This is an optimization exercise on Yosys and OpenROAD, whose aim is small area and a short achievable clock period, not a production implementation.
Function was not checked in any run shown here: the RTL went through the layout flow alone.

## flow/design.v (module list and top-level ports; edited modules follow where they fit)
// module gardner_ted: 772 lines
// module loop_filter_pi: 311 lines
// module symbol_nco: 32 lines
// module timing_recovery_top: 39 lines
module timing_recovery_top (
  input  logic               clk,
  input  logic               reset_n,
  input  logic [31:0]        sample_i,     
  output logic [31:0]        sym_o,        
  output logic               sym_valid_o,
  output logic [18:0]        err_o,        
  output logic signed [11:0] ctrl_o
);
  // ...
==> flow/flow/run.sh <==
#!/bin/bash
# The standard layout (the standard.sh, unchanged synthesis and steps) with
# two make settings: the timing repair steps aim for 6 ns of setup slack
# (SETUP_SLACK_MARGIN=6), and every input and output port still gets its own
# buffer, but a buf_1 rather than the default delay buffer (BUFFER_PORTS_ARGS);
# the repair steps resize the ones on critical paths. The make output goes to
# standard_flow.log; each ORFS step also keeps its own log under orfs/logs.
set -euo pipefail
bash standard.sh SETUP_SLACK_MARGIN=6 "BUFFER_PORTS_ARGS=-buffer_cell sky130_fd_sc_hd__buf_1" finish > standard_flow.log 2>&1
==> flow/standard.sh <==
#!/bin/bash
# synth_recipe.tcl (not shown) runs the flow's synth.tcl, then flattens the netlist and writes it again
# the make line also repeats each setting of config.mk as NAME=value (left out here)
make -C /OpenROAD-flow-scripts/flow DESIGN_CONFIG=/design/flow/config.mk WORK_HOME=/design/flow/orfs CLKGATE_MAP_FILE= SYNTH_SCRIPT=/design/flow/synth_recipe.tcl "${@:-finish}"
==> flow/config.mk <==
export PLATFORM = sky130hd
export DESIGN_NAME = timing_recovery_top
export DESIGN_NICKNAME = timing_recovery_top
export VERILOG_FILES = /design/flow/design.v
export SDC_FILE = /design/flow/constraint.sdc
export NUM_CORES = 4
export LEC_CHECK = 0
export CAP_MARGIN = 20
export CORE_MARGIN = 2
export CORE_UTILIZATION = 40
export SLEW_MARGIN = 20
==> flow/constraint.sdc <==
create_clock -name core_clock -period 12.0 [get_ports {clk}]
set_input_delay 2.4000 -clock core_clock [delete_from_list [all_inputs] [get_ports {clk}]]
set_output_delay 2.4000 -clock core_clock [all_outputs]
set_load 0.01 [all_outputs]
==> flow_summary.json, run 1 <==
{
  "status": "finished clean",
  "design.portCount": 98,
  "clock-sinks": 426,
  "synth_area_um2": 23600,
  "min_from": "u_ted.dline[6][14]",
  "synthAdderAreaFrac_pct": 24.9,
  "final-nonclk-buf-share_pct": 2.56,
  "grt-busiest-layer": "met2",
  "setup_viol": 0,
  "start_util_pct": 40.2,
  "worstSetupEndpoint": "u_ted.t_q[10]",
  "reg2reg_to": "u_ted.t_q[38]",
  "synth_top_area_share_pct": 34.3,
  "htreeDepth": 2,
  "post_cts_buffers": 3,
  "r2r-start": "u_nco.strobe_q",
  "num-fill-cells": 5481,
  "reg_top3": "u_ted.dline x320, u_ted.t_q x39, u_ted.hp_q x21",
  "synth_cell_types": 89,
  "port_buffers": 97,
  "placed_cells": 2975,
  "regArea_um2": 8740,
  "synth.ff_latch_count": 426,
  "r2r_setup_slack_ns": 6.18,
  "crit_cells": 15,
  "instances_no_fill": 3063,
  "grt_max_degree": 41
}
==> run 2: changes to the inputs <==
--- a/flow/design.v
+++ b/flow/design.v
@@ -39,18 +39,18 @@
       b0 = (k == 0) ? 1'b0 : g_q[2*k-1];
       b1 = g_q[2*k];
       b2 = g_q[2*k+1];
       one_q[k] = b0 ^ b1;
       two_q[k] = (b2 & ~b1 & ~b0) | (~b2 & b1 & b0);
       neg_q[k] = b2 & ~(b1 & b0);
     end
   end
-  logic pp_i0_1, pp_i0_2, pp_i0_3, pp_i0_4, pp_i0_5, pp_i0_6, pp_i0_7, pp_i0_8, pp_i0_9, pp_i0_10, pp_i0_11, pp_i0_12, pp_i0_13, pp_i0_14, pp_i0_15, pp_i0_16, pp_i0_17, pp_i1_18, pp_i1_19, pp_i1_20, pp_i1_21, pp_i1_22, pp_i1_23, pp_i1_24, pp_i1_25, pp_i1_26, pp_i1_27, pp_i1_28, pp_i1_29, pp_i1_30, pp_i1_31, pp_i1_32, pp_i1_33, pp_i1_34, pp_i2_35, pp_i2_36, pp_i2_37, pp_i2_38, pp_i2_39, pp_i2_40, pp_i2_41, pp_i2_42, pp_i2_43, pp_i2_44, pp_i2_45, pp_i2_46, pp_i2_47, pp_i2_48, pp_i2_49, pp_i2_50, pp_i2_51, pp_i3_52, pp_i3_53, pp_i3_54, pp_i3_55, pp_i3_56, pp_i3_57, pp_i3_58, pp_i3_59, pp_i3_60, pp_i3_61, pp_i3_62, pp_i3_63, pp_i3_64, pp_i3_65, pp_i3_66, pp_i4_67, pp_i4_68, pp_i4_69, pp_i4_70, pp_i4_71, pp_i4_72, pp_i4_73, pp_i4_74, pp_i4_75, pp_i4_76, pp_i4_77, pp_i4_78, pp_i4_79, pp_i5_80, pp_i5_81, pp_i5_82, pp_i5_83, pp_i5_84, pp_i5_85, pp_i5_86, pp_i5_87, pp_i5_88, pp_i5_89, pp_i5_90, pp_i6_91, pp_i6_92, pp_i6_93, pp_i6_94, pp_i6_95, pp_i6_96, pp_i6_97, pp_i6_98, pp_i6_99, pp_i7_100, pp_i7_101, pp_i7_102, pp_i7_103, pp_i7_104, pp_i7_105, pp_i7_106, pp_q0_107, pp_q0_108, pp_q0_109, pp_q0_110, pp_q0_111, pp_q0_112, pp_q0_113, pp_q0_114, pp_q0_115, pp_q0_116, pp_q0_117, pp_q0_118, pp_q0_119, pp_q0_120, pp_q0_121, pp_q0_122, pp_q0_123, pp_q1_124, pp_q1_125, pp_q1_126, pp_q1_127, pp_q1_128, pp_q1_129, pp_q1_130, pp_q1_131, pp_q1_132, pp_q1_133, pp_q1_134, pp_q1_135, pp_q1_136, pp_q1_137, pp_q1_138, pp_q1_139, pp_q1_140, pp_q2_141, pp_q2_142, pp_q2_143, pp_q2_144, pp_q2_145, pp_q2_146, pp_q2_147, pp_q2_148, pp_q2_149, pp_q2_150, pp_q2_151, pp_q2_152, pp_q2_153, pp_q2_154, pp_q2_155, pp_q2_156, pp_q2_157, pp_q3_158, pp_q3_159, pp_q3_160, pp_q3_161, pp_q3_162, pp_q3_163, pp_q3_164, pp_q3_165, pp_q3_166, pp_q3_167, pp_q3_168, pp_q3_169, pp_q3_170, pp_q3_171, pp_q3_172, pp_q4_173, pp_q4_174, pp_q4_175, pp_q4_176, pp_q4_177, pp_q4_178, pp_q4_179, pp_q4_180, pp_q4_181, pp_q4_182, pp_q4_183, pp_q4_184, pp_q4_185, pp_q5_186, pp_q5_187, pp_q5_188, pp_q5_189, pp_q5_190, pp_q5_191, pp_q5_192, pp_q5_193, pp_q5_194, pp_q5_195, pp_q5_196, pp_q6_197, pp_q6_198, pp_q6_199, pp_q6_200, pp_q6_201, pp_q6_202, pp_q6_203, pp_q6_204, pp_q6_205, pp_q7_206, pp_q7_207, pp_q7_208, pp_q7_209, pp_q7_210, pp_q7_211, pp_q7_212, hpr213, hpr214, hpr215, hpr216, hpr217, hpr218, hpr219, hpr220, hpr221, hpr222, hpr223, hpr224, hpr225, hpr226, hpr227, hpr228, hpr229, hpr230, hpr231, hpr232, hpr233, s234, c235, s236, c237, s238, c239, s240, c241, s242, c243, s244, c245, s246, c247, s248, c249, s250, c251, s252, c253, s254, c255, s256, c257, s258, c259, s260, c261, s262, c263, s264, c265, s266, c267, s268, c269, s270, c271, s272, c273, s274, c275, s276, c277, s278, c279, s280, c281, s282, c283, s284, c285, s286, c287, s288, c289, s290, c291, s292, c293, s294, c295, s296, c297, s298, c299, s300, c301, s302, c303, s304, c305, s306, c307, s308, c309, s310, c311, s312, c313, s314, c315, s316, c317, s318, c319, s320, c321, s322, c323, s324, c325, s326, c327, s328, c329, s330, c331, s332, c333, s334, c335, s336, c337, s338, c339, s340, c341, s342, c343, s344, c345, s346, c347, s348, c349, s350, c351, s352, c353, s354, c355, s356, c357, s358, c359, s360, c361, s362, c363, s364, c365, s366, c367, s368, c369, s370, c371, s372, c373, s374, c375, s376, c377, s378, c379, s380, c381, s382, c383, s384, c385, s386, c387, s388, c389, s390, c391, s392, c393, s394, c395, s396, c397, s398, c399, s400, c401, s402, c403, s404, c405, s406, c407, s408, c409, s410, c411, s412, c413, s414, c415, s416, c417, s418, c419, s420, c421, s422, c423, s424, c425, s426, c427, s428, c429, s430, c431, s432, c433, s434, c435, s436, c437, s438, c439, s440, c441, s442, c443, s444, c445, s446, c447, s448, c449, s450, c451, s452, c453, s454, c455, s456, c457, s458, c459, s460, c461, s462, c463, s464, c465, s466, c467, s468, c469, s470, c471, s472, c473, s474, c475, s476, c477, s478, c479, s480, c481, s482, c483, s484, c485, s486, c487, s488, c489, s490, c491, s492, c493, s494, c495, s496, c497, s498, c499, s500, c501, s502, c503, s504, c505, s506, c507, s508, c509, s510, c511, s512, c513, s514, c515, s516, c517, s518, c519, s520, c521, s522, c523, s524, c525, s526, c527, s528, c529, s530, c531, s532, c533, s534, c535, s536, c537, s538, c539, s540, c541, s542, c543, s544, c545, s546, c547, s548, c549, s550, c551, s552, c553, s554, c555, s556, c557, s558, c559, s560, c561, s562, c563, s564, c565, s566, c567, s568, c569, s570, c571, s572, c573, s574, c575, s576, c577, s578, c579, s580, c581, s582, c583, s584, c585, s586, c587, s588, c589, s590, c591, s592, c593, s594, c595, s596, c597, s598, c599, s600, c601, s602, c603, s604, c605, s606, c607, s608, c609, s610, c611, s612, c613, s614, c615, s616, c617, s618, c619, s620, c621, s622, c623, s624, c625, s626, c627, s628, c629, s630, c631, s632, c633, s634, c635, s636, c637, s638, c639, x640, x641, x642, x643, x644, x645, x646, x647, x648, s649, c650, s651, c652, s653, c654, s655, c656, s657, c658, s659, c660, s661, c662, s663, c664, s665, c666, x667, x668, x669, x670, x671;
-  logic [38:0] t_q;   
+  logic pp_i0_1, pp_i0_2, pp_i0_3, pp_i0_4, pp_i0_5, pp_i0_6, pp_i0_7, pp_i0_8, pp_i0_9, pp_i0_10, pp_i0_11, pp_i0_12, pp_i0_13, pp_i0_14, pp_i0_15, pp_i0_16, pp_i0_17, pp_i1_18, pp_i1_19, pp_i1_20, pp_i1_21, pp_i1_22, pp_i1_23, pp_i1_24, pp_i1_25, pp_i1_26, pp_i1_27, pp_i1_28, pp_i1_29, pp_i1_30, pp_i1_31, pp_i1_32, pp_i1_33, pp_i1_34, pp_i2_35, pp_i2_36, pp_i2_37, pp_i2_38, pp_i2_39, pp_i2_40, pp_i2_41, pp_i2_42, pp_i2_43, pp_i2_44, pp_i2_45, pp_i2_46, pp_i2_47, pp_i2_48, pp_i2_49, pp_i2_50, pp_i2_51, pp_i3_52, pp_i3_53, pp_i3_54, pp_i3_55, pp_i3_56, pp_i3_57, pp_i3_58, pp_i3_59, pp_i3_60, pp_i3_61, pp_i3_62, pp_i3_63, pp_i3_64, pp_i3_65, pp_i3_66, pp_i4_67, pp_i4_68, pp_i4_69, pp_i4_70, pp_i4_71, pp_i4_72, pp_i4_73, pp_i4_74, pp_i4_75, pp_i4_76, pp_i4_77, pp_i4_78, pp_i4_79, pp_i5_80, pp_i5_81, pp_i5_82, pp_i5_83, pp_i5_84, pp_i5_85, pp_i5_86, pp_i5_87, pp_i5_88, pp_i5_89, pp_i5_90, pp_i6_91, pp_i6_92, pp_i6_93, pp_i6_94, pp_i6_95, pp_i6_96, pp_i6_97, pp_i6_98, pp_i6_99, pp_i7_100, pp_i7_101, pp_i7_102, pp_i7_103, pp_i7_104, pp_i7_105, pp_i7_106, pp_q0_107, pp_q0_108, pp_q0_109, pp_q0_110, pp_q0_111, pp_q0_112, pp_q0_113, pp_q0_114, pp_q0_115, pp_q0_116, pp_q0_117, pp_q0_118, pp_q0_119, pp_q0_120, pp_q0_121, pp_q0_122, pp_q0_123, pp_q1_124, pp_q1_125, pp_q1_126, pp_q1_127, pp_q1_128, pp_q1_129, pp_q1_130, pp_q1_131, pp_q1_132, pp_q1_133, pp_q1_134, pp_q1_135, pp_q1_136, pp_q1_137, pp_q1_138, pp_q1_139, pp_q1_140, pp_q2_141, pp_q2_142, pp_q2_143, pp_q2_144, pp_q2_145, pp_q2_146, pp_q2_147, pp_q2_148, pp_q2_149, pp_q2_150, pp_q2_151, pp_q2_152, pp_q2_153, pp_q2_154, pp_q2_155, pp_q2_156, pp_q2_157, pp_q3_158, pp_q3_159, pp_q3_160, pp_q3_161, pp_q3_162, pp_q3_163, pp_q3_164, pp_q3_165, pp_q3_166, pp_q3_167, pp_q3_168, pp_q3_169, pp_q3_170, pp_q3_171, pp_q3_172, pp_q4_173, pp_q4_174, pp_q4_175, pp_q4_176, pp_q4_177, pp_q4_178, pp_q4_179, pp_q4_180, pp_q4_181, pp_q4_182, pp_q4_183, pp_q4_184, pp_q4_185, pp_q5_186, pp_q5_187, pp_q5_188, pp_q5_189, pp_q5_190, pp_q5_191, pp_q5_192, pp_q5_193, pp_q5_194, pp_q5_195, pp_q5_196, pp_q6_197, pp_q6_198, pp_q6_199, pp_q6_200, pp_q6_201, pp_q6_202, pp_q6_203, pp_q6_204, pp_q6_205, pp_q7_206, pp_q7_207, pp_q7_208, pp_q7_209, pp_q7_210, pp_q7_211, pp_q7_212, hpr213, hpr214, hpr215, hpr216, hpr217, hpr218, hpr219, hpr220, hpr221, hpr222, hpr223, hpr224, hpr225, hpr226, hpr227, hpr228, hpr229, hpr230, hpr231, hpr232, hpr233, s234, c235, s236, c237, s238, c239, s240, c241, s242, c243, s244, c245, s246, c247, s248, c249, s250, c251, s252, c253, s254, c255, s256, c257, s258, c259, s260, c261, s262, c263, s264, c265, s266, c267, s268, c269, s270, c271, s272, c273, s274, c275, s276, c277, s278, c279, s280, c281, s282, c283, s284, c285, s286, c287, s288, c289, s290, c291, s292, c293, s294, c295, s296, c297, s298, c299, s300, c301, s302, c303, s304, c305, s306, c307, s308, c309, s310, c311, s312, c313, s314, c315, s316, c317, s318, c319, s320, c321, s322, c323, s324, c325, s326, c327, s328, c329, s330, c331, s332, c333, s334, c335, s336, c337, s338, c339, s340, c341, s342, c343, s344, c345, s346, c347, s348, c349, s350, c351, s352, c353, s354, c355, s356, c357, s358, c359, s360, c361, s362, c363, s364, c365, s366, c367, s368, c369, s370, c371, s372, c373, s374, c375, s376, c377, s378, c379, s380, c381, s382, c383, s384, c385, s386, c387, s388, c389, s390, c391, s392, c393, s394, c395, s396, c397, s398, c399, s400, c401, s402, c403, s404, c405, s406, c407, s408, c409, s410, c411, s412, c413, s414, c415, s416, c417, s418, c419, s420, c421, s422, c423, s424, c425, s426, c427, s428, c429, s430, c431, s432, c433, s434, c435, s436, c437, s438, c439, s440, c441, s442, c443, s444, c445, s446, c447, s448, c449, s450, c451, s452, c453, s454, c455, s456, c457, s458, c459, s460, c461, s462, c463, s464, c465, s466, c467, s468, c469, s470, c471, s472, c473, s474, c475, s476, c477, s478, c479, s480, c481, s482, c483, s484, c485, s486, c487, s488, c489, s490, c491, s492, c493, s494, c495, s496, c497, s498, c499, s500, c501, s502, c503, s504, c505, s506, c507, s508, c509, s510, c511, s512, c513, s514, c515, s516, c517, s518, c519, s520, c521, s522, c523, s524, c525, s526, c527, s528, c529, s530, c531, s532, c533, s534, c535, s536, c537, s538, c539, s540, c541, s542, c543, s544, c545, s546, c547, s548, c549, s550, c551, s552, c553, s554, c555, s556, c557, s558, c559, s560, c561, s562, c563, s564, c565, s566, c567, s568, c569, s570, c571, s572, c573, s574, c575, s576, c577, s578, c579, s580, c581, s582, c583, s584, c585, s586, c587, s588, c589, s590, c591, s592, c593, s594, c595, s596, c597, s598, c599, s600, c601, s602, c603, s604, c605, s606, c607, s608, c609, s610, c611, s612, c613, s614, c615, s616, c617, s618, c619, s620, c621, s622, c623, s624, c625, s626, c627, s628, c629, s630, c631, s632, c633, s634, c635, s636, c637, s638, c639, x640, x641, x642, x643, x644, x645, x646, x647, x648, s649, c650, s651, c652, s653, c654, s655, c656, s657, c658, s659, c660, s661, c662, s663, c664, x665, x666, x667, x668, x669;
+  logic [37:0] t_q;   
   assign pp_i0_1 = ((one_i[0] & m_i[0]) | (two_i[0] & 1'b0)) ^ neg_i[0];
   assign pp_i0_2 = ((one_i[0] & m_i[1]) | (two_i[0] & m_i[0])) ^ neg_i[0];
   assign pp_i0_3 = ((one_i[0] & m_i[2]) | (two_i[0] & m_i[1])) ^ neg_i[0];
   assign pp_i0_4 = ((one_i[0] & m_i[3]) | (two_i[0] & m_i[2])) ^ neg_i[0];
   assign pp_i0_5 = ((one_i[0] & m_i[4]) | (two_i[0] & m_i[3])) ^ neg_i[0];
   assign pp_i0_6 = ((one_i[0] & m_i[5]) | (two_i[0] & m_i[4])) ^ neg_i[0];
   assign pp_i0_7 = ((one_i[0] & m_i[6]) | (two_i[0] & m_i[5])) ^ neg_i[0];
   assign pp_i0_8 = ((one_i[0] & m_i[7]) | (two_i[0] & m_i[6])) ^ neg_i[0];
@@ -689,84 +689,81 @@
   assign x641 = pp_i3_66 ^ pp_i4_79 ^ pp_i5_90;
   assign x642 = pp_i6_99 ^ pp_i7_106 ^ pp_q2_157;
   assign x643 = pp_q3_172 ^ pp_q4_185 ^ pp_q5_196;
   assign x644 = pp_q6_205 ^ pp_q7_212 ^ c615;
   assign x645 = c617 ^ c619 ^ c621;
   assign x646 = c623 ^ c625 ^ c627;
   assign x647 = c629 ^ c631 ^ c633;
   assign x648 = c635 ^ c637 ^ c639;
-  assign s649 = t_q[11] ^ t_q[12];
-  assign c650 = t_q[11] & t_q[12];
-  assign s651 = t_q[14] ^ t_q[15];
-  assign c652 = t_q[14] & t_q[15];
-  assign s653 = t_q[16] ^ t_q[17];
-  assign c654 = t_q[16] & t_q[17];
-  assign s655 = t_q[18] ^ t_q[19];
-  assign c656 = t_q[18] & t_q[19];
-  assign s657 = t_q[20] ^ t_q[21];
-  assign c658 = t_q[20] & t_q[21];
-  assign s659 = t_q[22] ^ t_q[23];
-  assign c660 = t_q[22] & t_q[23];
-  assign s661 = t_q[24] ^ t_q[25];
-  assign c662 = t_q[24] & t_q[25];
-  assign s663 = t_q[26] ^ t_q[27];
-  assign c664 = t_q[26] & t_q[27];
-  assign s665 = t_q[28] ^ t_q[29];
-  assign c666 = t_q[28] & t_q[29];
-  assign x667 = t_q[30] ^ t_q[31] ^ t_q[32];
-  assign x668 = t_q[33] ^ t_q[34] ^ t_q[35];
-  assign x669 = t_q[36] ^ t_q[37] ^ t_q[38];
-  assign x670 = c666 ^ x667 ^ x668;
-  assign x671 = x669 ^ x670;
-  logic [11:0] lo_sum;
-  assign lo_sum = {1'b0, {s374, s350, s330, s310, s294, s278, s266, s254, s246, s238, s234}} + {1'b0, {s376, s352, s332, s312, s296, s280, s268, s256, s248, s240, s236}};
+  assign s649 = t_q[12] ^ t_q[13];
+  assign c650 = t_q[12] & t_q[13];
+  assign s651 = t_q[15] ^ t_q[16];
+  assign c652 = t_q[15] & t_q[16];
+  assign s653 = t_q[17] ^ t_q[18];
+  assign c654 = t_q[17] & t_q[18];
+  assign s655 = t_q[19] ^ t_q[20];
+  assign c656 = t_q[19] & t_q[20];
+  assign s657 = t_q[21] ^ t_q[22];
+  assign c658 = t_q[21] & t_q[22];
+  assign s659 = t_q[23] ^ t_q[24];
+  assign c660 = t_q[23] & t_q[24];
+  assign s661 = t_q[25] ^ t_q[26];
+  assign c662 = t_q[25] & t_q[26];
+  assign s663 = t_q[27] ^ t_q[28];
+  assign c664 = t_q[27] & t_q[28];
+  assign x665 = t_q[29] ^ t_q[30] ^ t_q[31];
+  assign x666 = t_q[32] ^ t_q[33] ^ t_q[34];
+  assign x667 = t_q[35] ^ t_q[36] ^ t_q[37];
+  assign x668 = c664 ^ x665 ^ x666;
+  assign x669 = x667 ^ x668;
+  logic [12:0] lo_sum;
+  assign lo_sum = {1'b0, {c377, s374, s350, s330, s310, s294, s278, s266, s254, s246, s238, s234}} + {1'b0, {s400, s376, s352, s332, s312, s296, s280, s268, s256, s248, s240, s236}};
   logic [20:0] err_full;
   logic        vld_q;
-  assign err_full = {x671, c664, c662, c660, c658, c656, c654, c652, c650, t_q[13], t_q[10], t_q[9], t_q[8], t_q[7], t_q[6], t_q[5], t_q[4], t_q[3], t_q[2], t_q[1], t_q[0]} + {1'b0, s665, s663, s661, s659, s657, s655, s653, s651, s649, 1'b0, 1'b0, 1'b0, 1'b0, 1'b0, 1'b0, 1'b0, 1'b0, 1'b0, 1'b0, 1'b0};
+  assign err_full = {x669, c662, c660, c658, c656, c654, c652, c650, t_q[14], t_q[11], t_q[10], t_q[9], t_q[8], t_q[7], t_q[6], t_q[5], t_q[4], t_q[3], t_q[2], t_q[1], t_q[0]} + {1'b0, s663, s661, s659, s657, s655, s653, s651, s649, 1'b0, 1'b0, 1'b0, 1'b0, 1'b0, 1'b0, 1'b0, 1'b0, 1'b0, 1'b0, 1'b0, 1'b0};
   always_ff @(posedge clk) begin
     t_q[0] <= lo_sum[0];
     t_q[1] <= lo_sum[1];
     t_q[2] <= lo_sum[2];
     t_q[3] <= lo_sum[3];
     t_q[4] <= lo_sum[4];
     t_q[5] <= lo_sum[5];
     t_q[6] <= lo_sum[6];
     t_q[7] <= lo_sum[7];
     t_q[8] <= lo_sum[8];
     t_q[9] <= lo_sum[9];
     t_q[10] <= lo_sum[10];
-    t_q[11] <= c377;
-    t_q[12] <= s400;
-    t_q[13] <= lo_sum[11];
-    t_q[14] <= c401;
-    t_q[15] <= s428;
-    t_q[16] <= s454;
-    t_q[17] <= s456;
-    t_q[18] <= c457;
-    t_q[19] <= s488;
-    t_q[20] <= c489;
-    t_q[21] <= s520;
-    t_q[22] <= c521;
-    t_q[23] <= s552;
-    t_q[24] <= c553;
-    t_q[25] <= s582;
-    t_q[26] <= c583;
-    t_q[27] <= s612;
-    t_q[28] <= c613;
-    t_q[29] <= s638;
-    t_q[30] <= x640;
-    t_q[31] <= x641;
-    t_q[32] <= x642;
-    t_q[33] <= x643;
-    t_q[34] <= x644;
-    t_q[35] <= x645;
-    t_q[36] <= x646;
-    t_q[37] <= x647;
-    t_q[38] <= x648;
+    t_q[11] <= lo_sum[11];
+    t_q[12] <= c401;
+    t_q[13] <= s428;
+    t_q[14] <= lo_sum[12];
+    t_q[15] <= s454;
+    t_q[16] <= s456;
+    t_q[17] <= c457;
+    t_q[18] <= s488;
+    t_q[19] <= c489;
+    t_q[20] <= s520;
+    t_q[21] <= c521;
+    t_q[22] <= s552;
+    t_q[23] <= c553;
+    t_q[24] <= s582;
+    t_q[25] <= c583;
+    t_q[26] <= s612;
+    t_q[27] <= c613;
+    t_q[28] <= s638;
+    t_q[29] <= x640;
+    t_q[30] <= x641;
+    t_q[31] <= x642;
+    t_q[32] <= x643;
+    t_q[33] <= x644;
+    t_q[34] <= x645;
+    t_q[35] <= x646;
+    t_q[36] <= x647;
+    t_q[37] <= x648;
     if (hp_load_i) hp_q <= err_full;
   end
   always_ff @(posedge clk) begin
     if (!reset_n) vld_q <= 1'b0;
     else          vld_q <= stb;
   end
   assign err_o       = {err_full[20:3], vld_q};
   assign sym_o       = dline[1];
==> run 2 against run 1 <==
Net effect: synthesized cell count increased by 0.95%; still clean; final cell count increased by 1.4%; via count increased by 2.3%; worst hold slack got worse by 0.0021 ns; routed wire length decreased by 0.30%; cell area increased by 1.3%; critical path type unchanged; non-clock buffer count increased by 32.
==> flow_summary.json, run 2 <==
{
  "synth_top_area_share_pct": 34.1,
  "route.detailed.drc": 0,
  "tns_ns": 0,
  "synth_cell_types": 77,
  "required_ns": 12.46,
  "cp.arrival_ns": 6.39,
  "reg_top3": "u_ted.dline x320, u_ted.t_q x38, u_ted.hp_q x21",
  "regMostFlops": "u_ted.dline",
  "clock_latency_ns": 0.58,
  "core_um2": 58800,
  "synthesis.nets": 2591,
  "yosys.area.top_type": "dfxtp_1",
  "drv_cap": 0,
  "report.final.slew_viol_count": 0,
  "port_buffers": 97,
  "nets": 2670,
  "place_congestion": 0.956,
  "critPathLaunch": "sample_i[20]",
  "synth_edf_count": 21,
  "design.portCount": 98,
  "ys.flop_type": "dfxtp_1",
  "synthTopCellsByArea": "dfxtp_1, fa_1, ha_1, xnor2_1, a22oi_1",
  "grt_pass1_vias": 16865,
  "min_from": "u_ted.dline[4][29]",
  "cts_tree": "yes",
  "grt_pass1_wl_um": 96300,
  "cp_max_fo": 7,
  "routed_wl_um": 61600,
  "drt-initial-drc-count": 1327,
  "synthArstFlopShare_pct": 0,
  "synth.ff_latch_count": 425,
  "rsz0062_at_grt": "no",
  "place_ws_ns": 4.92,
  "max-slew-margin-rel_pct": 41.4,
  "post-route-util_pct": 46.0,
  "crit_path_end_kind": "flip-flop",
  "multi_input_area_um2": 13800,
  "path_class": "in2reg",
  "dieArea_um2": 61200,
  "largest_reg_flops": 320,
  "start_kind": "input pin",
  "r2r-start": "u_nco.strobe_q",
  "drive_above_1_share_pct": 12.0,
  "grt.overflow.total": 0,
  "avgSynthCellArea_um2": 10.7,
  "final_cell_mix": "dfxtp_1, inv_1, fa_1, xnor2_1, a22oi_1",
  "synthTopCellsByCount": "dfxtp_1, inv_1, fa_1",
  "path_clk_slew_ns": 0.07,
  "holdCritPathClass": "reg2reg",
  "holdWs_ns": 0.314,
  "htreeDepth": 2,
  "routedWlPerCell_um": 19.8,
  "hold_viol_final": 0,
  "r2r_setup_slack_ns": 6.25,
  "ant_nets": 0,
  "root_buffer": "clkbuf_16",
  "grt_use_total_pct": 20.4,
  "fin_ws_ns": 6.07,
  "stdcell_area_um2": 27000,
  "area_delta_synth_final_pct": 14.1,
  "routed_via_density": 5.27,
  "setup_viol": 0,
  "dp_hpwl_um": 45000,
  "clock-sinks": 425,
  "placedInstanceArea_um2": 24800,
  "max_freq_ghz": 0.169,
  "layout_commonest_cell": "dfxtp_1",
  "synthMostInstantiatedCell": "dfxtp_1",
  "row_count": 89,
  "post-route-period-util_pct": 49.4,
  "diodes": 0,
  "vias": 16366,
  "ctsHoldBuffers": 0,
  "grt_max_degree": 54,
  "skew_ns": 0.0323,
  "fin_crit_ns": 5.93,
  "drt-pass1-iter-count": 6,
  "cts_buffers": 45,
  "die_h_um": 247,
  "num-fill-cells": 5534,
  "status": "finished clean",
  "fp.dieW_um": 247,
  "synth_cells": 2220,
  "start_util_pct": 40.3,
  "worstMarginPinSlew_ns": 0.873,
  "antenna_found_initial": 0,
  "regArea_um2": 8720,
  "synth_area_um2": 23700,
  "synth_seq_area_share_pct": 36.8,
  "synth_warnings": 4,
  "clk_path_buf_depth": 3
}
==> run 2: per-layer routing <==
metal,track usage [%],share of wire (%),vias up
met3,4.13,7.3,119
met5,0,0,-
met2,32.0,45,558
met1,27.9,44,8114
li1,-,-,7575
met4,7.19,3.4,0
==> run 2: final timing paths <==
check | end | cells past startpoint
max | u_ted.t_q[37] | 17
min | u_ted.dline[5][29] | 0
max reg2reg | u_ted.t_q[37] | 17
min reg2reg | u_ted.dline[5][29] | 0
==> run 2: final cells by class <==
cell class | count | area share (%)
Clock buffer | 59 | 4.58
Clock inverter | 21 | 0.999
Inverter | 272 | 3.79
Multi-Input combinational cell | 1395 | 51.1
Sequential cell | 425 | 32.2
Tap cell | 773 | 3.58
Timing Repair Buffer | 160 | 3.74
==> run 2: metrics by stage <==
stage	std cells
floorplan	2220
global placement	3001
detailed placement	3001
CTS	3084
global route	3105
finish	3105
==> run 2: logic make-up (layout without fill, tap and decap cells) <==
family | count (synthesis) | count (layout) | synth area share [%]
DFF | 425 | 425 | 36.8
muxes | 68 | 68 | 2.91
buffers and inverters | 401 | 512 | 6.82
adders and majority gates | 348 | 348 | 24.9
and+or+nand+nor | 284 | 284 | 6.10
AOI/OAI and AO/OA | 435 | 436 | 12.9
xor gates and xnor gates | 259 | 259 | 9.57
==> run 2: worst max-delay path, stage by stage <==
cell and delay [ns]:
buf_2 0.13, buf_6 0.16, buf_4 0.14, a22oi_2 0.07, xor2_1 0.19, fa_2 0.53, inv_1 0.04, fa_1 0.51
inv_1 0.06, fa_1 0.52, inv_1 0.06, fa_1 0.47, inv_1 0.05, fa_1 0.40, fa_2 0.38, xnor2_2 0.14
xnor2_1 0.12
==> run 2: repair_timing <==
| action | in CTS | in global routing |
|---|---|---|
| buffers inserted | 2 | 18 |
| resized for setup | 62 | 88 |
| setup endpoints to repair | 33 | 17 |
| gates cloned | 1 | 3 |
| pin swaps | 1 | 28 |
| endpoints found under the hold margin | 0 | 0 |

[re-timing with driven ports]
No port has a modelled driver above. Below, the same layouts with a new extraction and two added sets of constraints.
Step 1 sets driving cells, clkbuf_16 on the clock port and buf_2 on the other inputs (assumed; they add their load-dependent delay and slew).
Step 2 moves the port delays by t, midway between the first and last clock arrival at a register: inputs arrive t later, outputs are due t later. That takes back most of the time a late clock gives input paths.
a / b / c = no drivers / after step 1 / after step 2; a / b = the first two.
| run | t, ns | setup WS [ns] | worst hold slack (ns) | worst register clock-pin slew, ns | worst data-port slew with drivers (ns) |
|---|---|---|---|---|---|
| run 1 | 0.623 | 6.012 / 6.012 / 5.388 | 0.316 / 0.316 / 0.316 | 0.07 / 0.07 | 0.06 |
| run 2 | 0.631 | 6.071 / 6.114 / 5.483 | 0.314 / 0.314 / 0.314 | 0.07 / 0.07 | 0.05 |
After both steps every run listed still meets setup and hold. For run 1, which loses most, drivers alone change the setup slack by 0.000 ns; drivers and shift together by -0.624 ns.
